This design comes from an exercise in tuning for small area, a short achievable clock period and few clock cycles per item on the open sky130 flow, not from production work. The RTL was checked by simulation tests, not by an equivalence proof against the original design. Power is estimated from default activity; no workload was simulated.

## softened_gravity_accumulator
module softened_gravity_accumulator #(
  parameter int COORD_WIDTH = 32,
  parameter int SUM_WIDTH   = 64
) (
  input  wire logic clk,
  input  wire logic rst,
  input  wire logic cfg_wr_en,
  input  wire logic [sga_pkg::EPS_W-1:0] cfg_wr_data,
  input  wire logic s_axis_tvalid,
  output logic      s_axis_tready,
  input  wire logic [((6*COORD_WIDTH+sga_pkg::MASS_W+7)/8)*8-1:0] s_axis_tdata,
  input  wire logic s_axis_tuser,
  input  wire logic s_axis_tlast,
  output logic      m_axis_tvalid,
  input  wire logic m_axis_tready,
  output logic [3*sga_pkg::ACC_W-1:0] m_axis_tdata
);
  localparam int CW = COORD_WIDTH;
  logic [EPS_W-1:0]       softening_sq;
  logic [2:0][CW-1:0]     tgt, src;
  logic                   out_free, start;
  sga_pkg::sga_status_t            st;
  logic signed [SUM_WIDTH-1:0] sx, sy, sz;
  always_comb begin
    for (int i = 0; i < 3; i++) begin
      tgt[i] = s_axis_tdata[i*CW +: CW];
      src[i] = s_axis_tdata[(3+i)*CW +: CW];
    end
    s_axis_tready = !st.busy;
    start         = s_axis_tvalid && s_axis_tready;
    out_free      = !m_axis_tvalid || m_axis_tready;
  end
  always_ff @(posedge clk) begin
    if (rst) begin
      softening_sq <= '0;
    end else if (cfg_wr_en) begin
      softening_sq <= cfg_wr_data;
    end
  end
  sga_core #(.CW(CW), .SW(SUM_WIDTH)) u_core (
    .clk(clk), .rst(rst), .start(start),
    .tgt(tgt), .src(src),
    .mass_in(s_axis_tdata[6*CW +: MASS_W]),
    .first_in(s_axis_tuser), .last_in(s_axis_tlast),
    .softening_sq(softening_sq), .out_free(out_free),
    .status(st), .sum_x(sx), .sum_y(sy), .sum_z(sz)
  );
  always_ff @(posedge clk) begin
    if (rst) begin
      m_axis_tvalid <= 1'b0;
    end else if (st.done && st.last && out_free) begin
      m_axis_tvalid <= 1'b1;
    end else if (m_axis_tready) begin
      m_axis_tvalid <= 1'b0;
    end
  end
  always_ff @(posedge clk) begin
    if (st.done && st.last && out_free) begin
      m_axis_tdata <= {ACC_W'(sz), ACC_W'(sy), ACC_W'(sx)};
    end
  end
endmodule
Size: about 460 I/O pins, ~76000 um2 of cells after synthesis.
clock: 8.0 ns
lec_check: 0
cap_margin: 20
core_margin: 2
core_utilization: 40
setup_slack_margin: 2
slew_margin: 20
run.sh (not shown) runs the stock make flow with config.mk's settings and CLKGATE_MAP_FILE= SYNTH_SCRIPT=/design/flow/synth_recipe.tcl, a recipe that flattens the netlist after the stock synthesis.
Testbench counts at the start, summed over its fixed seeds: cycles 529,079, items 1,920.
Next try:
--- a/flow/design.v
+++ b/flow/design.v
@@ -137,35 +137,16 @@
     endcase
   end
   always_comb begin
     mul_val = mplier[0] ? alu_y : acc;
     rt_nx   = alu_ge ? ((rt >> 1) | one) : (rt >> 1);
     numw    = {mul_val[PW-1:0], {FRAC_SH{1'b0}}};
     ad_nxt  = (axis == 2'd0) ? ad[1] : ad[2];
   end
-  logic [14:0]  anz, dnz8;
-  logic [16:0]  dsf;
-  logic         k8;
-  logic [119:0] accx, denx;
-  always_comb begin
-    accx = 120'(acc);
-    denx = 120'(den);
-    for (int j = 0; j < 15; j++) begin
-      anz[j]  = |accx[8*j +: 8];
-      dnz8[j] = |denx[8*j +: 8];
-    end
-    dsf[16] = 1'b0;
-    dsf[15] = 1'b0;
-    for (int j = 14; j >= 0; j--) dsf[j] = dsf[j+1] | dnz8[j];
-    k8 = dsf[1] && (q == '0) && (cnt < CNTW'(QW - 8));
-    for (int j = 0; j < 15; j++) begin
-      if (anz[j] && !dsf[j+2]) k8 = 1'b0;
-    end
-  end
   always_comb begin
     term    = neg[axis] ? -(SW'(mag)) : SW'(mag);
     sum_sel = sums[axis];
     sum_w   = {sum_sel[SW-1], sum_sel} + {term[SW-1], term};
     if (sum_w[SW] != sum_w[SW-1]) begin
       sat_val = sum_w[SW] ? {1'b1, {(SW-1){1'b0}}} : {1'b0, {(SW-1){1'b1}}};
     end else begin
       sat_val = sum_w[SW-1:0];
@@ -196,17 +177,17 @@
             state  <= S_SQR;
           end
         end
         S_SQR: begin
           acc    <= mul_val;
           mcand  <= mcand << 1;
           mplier <= mplier >> 1;
           cnt    <= cnt + 1'b1;
-          if (cnt == CNTW'(DW-1) || (mplier >> 1) == '0) begin
+          if (cnt == CNTW'(DW-1)) begin
             cnt <= '0;
             if (axis == 2'd2) begin
               rreg  <= mul_val[RW-1:0];
               rt    <= '0;
               one   <= RW'(1) << (2*(SQW-1));
               state <= (mul_val[RW-1:0] == '0) ? S_FIN : S_ROOT;
             end else begin
               axis   <= axis + 1'b1;
@@ -228,62 +209,56 @@
             state  <= S_DEN;
           end
         end
         S_DEN: begin
           acc    <= mul_val;
           mcand  <= mcand << 1;
           mplier <= mplier >> 1;
           cnt    <= cnt + 1'b1;
-          if (cnt == CNTW'(SQW-1) || (mplier >> 1) == '0) begin
+          if (cnt == CNTW'(SQW-1)) begin
             cnt    <= '0;
             den    <= mul_val[DENW-1:0];
             axis   <= '0;
             acc    <= '0;
             mcand  <= W'(ad[0]);
             mplier <= MPW'(mass);
             state  <= S_MULM;
           end
         end
         S_MULM: begin
           acc    <= mul_val;
           mcand  <= mcand << 1;
           mplier <= mplier >> 1;
           cnt    <= cnt + 1'b1;
-          if (cnt == CNTW'(MASS_W-1) || (mplier >> 1) == '0) begin
+          if (cnt == CNTW'(MASS_W-1)) begin
             cnt   <= '0;
             acc   <= W'(numw[NUMW-1:QW]);
             nlo   <= numw[QW-1:0];
             state <= S_SATCHK;
           end
         end
         S_SATCHK: begin
           if (alu_ge) begin
             mag   <= {QW{1'b1}};
             state <= S_ACCUM;
           end else begin
             q     <= '0;
             state <= S_DIV;
           end
         end
         S_DIV: begin
-          if (k8) begin
-            acc <= {acc[W-9:0], nlo[QW-1 -: 8]};
-            nlo <= nlo << 8;
-            cnt <= cnt + CNTW'(8);
-          end else begin
-            acc <= alu_ge ? alu_y : alu_a;
-            nlo <= nlo << 1;
-            q   <= {q[QW-2:0], alu_ge};
-            cnt <= cnt + 1'b1;
-            if (cnt == CNTW'(QW-1)) begin
-              cnt   <= '0;
-              mag   <= {q[QW-2:0], alu_ge};
-              state <= S_ACCUM;
-            end
+          acc <= alu_ge ? alu_y : alu_a;
+          nlo <= nlo << 1;
+          q   <= {q[QW-2:0], alu_ge};
+          cnt <= cnt + 1'b1;
+          if (cnt == CNTW'(QW-1)) begin
+            cnt   <= '0;
+            mag   <= {q[QW-2:0], alu_ge};
+            state <= S_ACCUM;
           end
         end
         S_ACCUM: begin
           sums[axis] <= sat_val;
           if (axis == 2'd2) begin
             state <= S_FIN;
           end else begin
             axis   <= axis + 1'b1;
After rerunning:
- via count falls by 0.75%
- maximum frequency falls by 1.9%
- sequential share of layout area falls by 0.62 points
- setup slack loses 0.12 ns
- combinational power falls by 51%
- clock-buffer cell count falls by 8
- register-to-register slack loses 0.12 ns
- cell area rises by 1.4%
Testbench counts after the change, summed over its fixed seeds: cycles 883,208, items 1,920.

## re-timing with driven ports
Ports are ideal in the flow. The routed layouts listed here were re-timed in OpenROAD.
Step 1, drivers: a clkbuf_16 drives clk and a buf_2 each remaining input, both assumed.
Step 2 also shifts input and output timing later by t, the mid clock arrival at the registers, as if the neighbouring blocks saw the same clock.
Slacks: no drivers / after step 1 / after step 2; pairs: no drivers / after step 1.
run	t, ns	setup WS [ns]	worst setup path after step 2
the first run	0.900	1.878 / 1.878 / 1.347	input to register
the second run	0.896	1.759 / 1.759 / 1.225	input to register
After both steps every run listed still meets setup and hold. For the second run, which loses most, drivers alone change the setup slack by 0.000 ns; drivers and shift together by -0.534 ns.
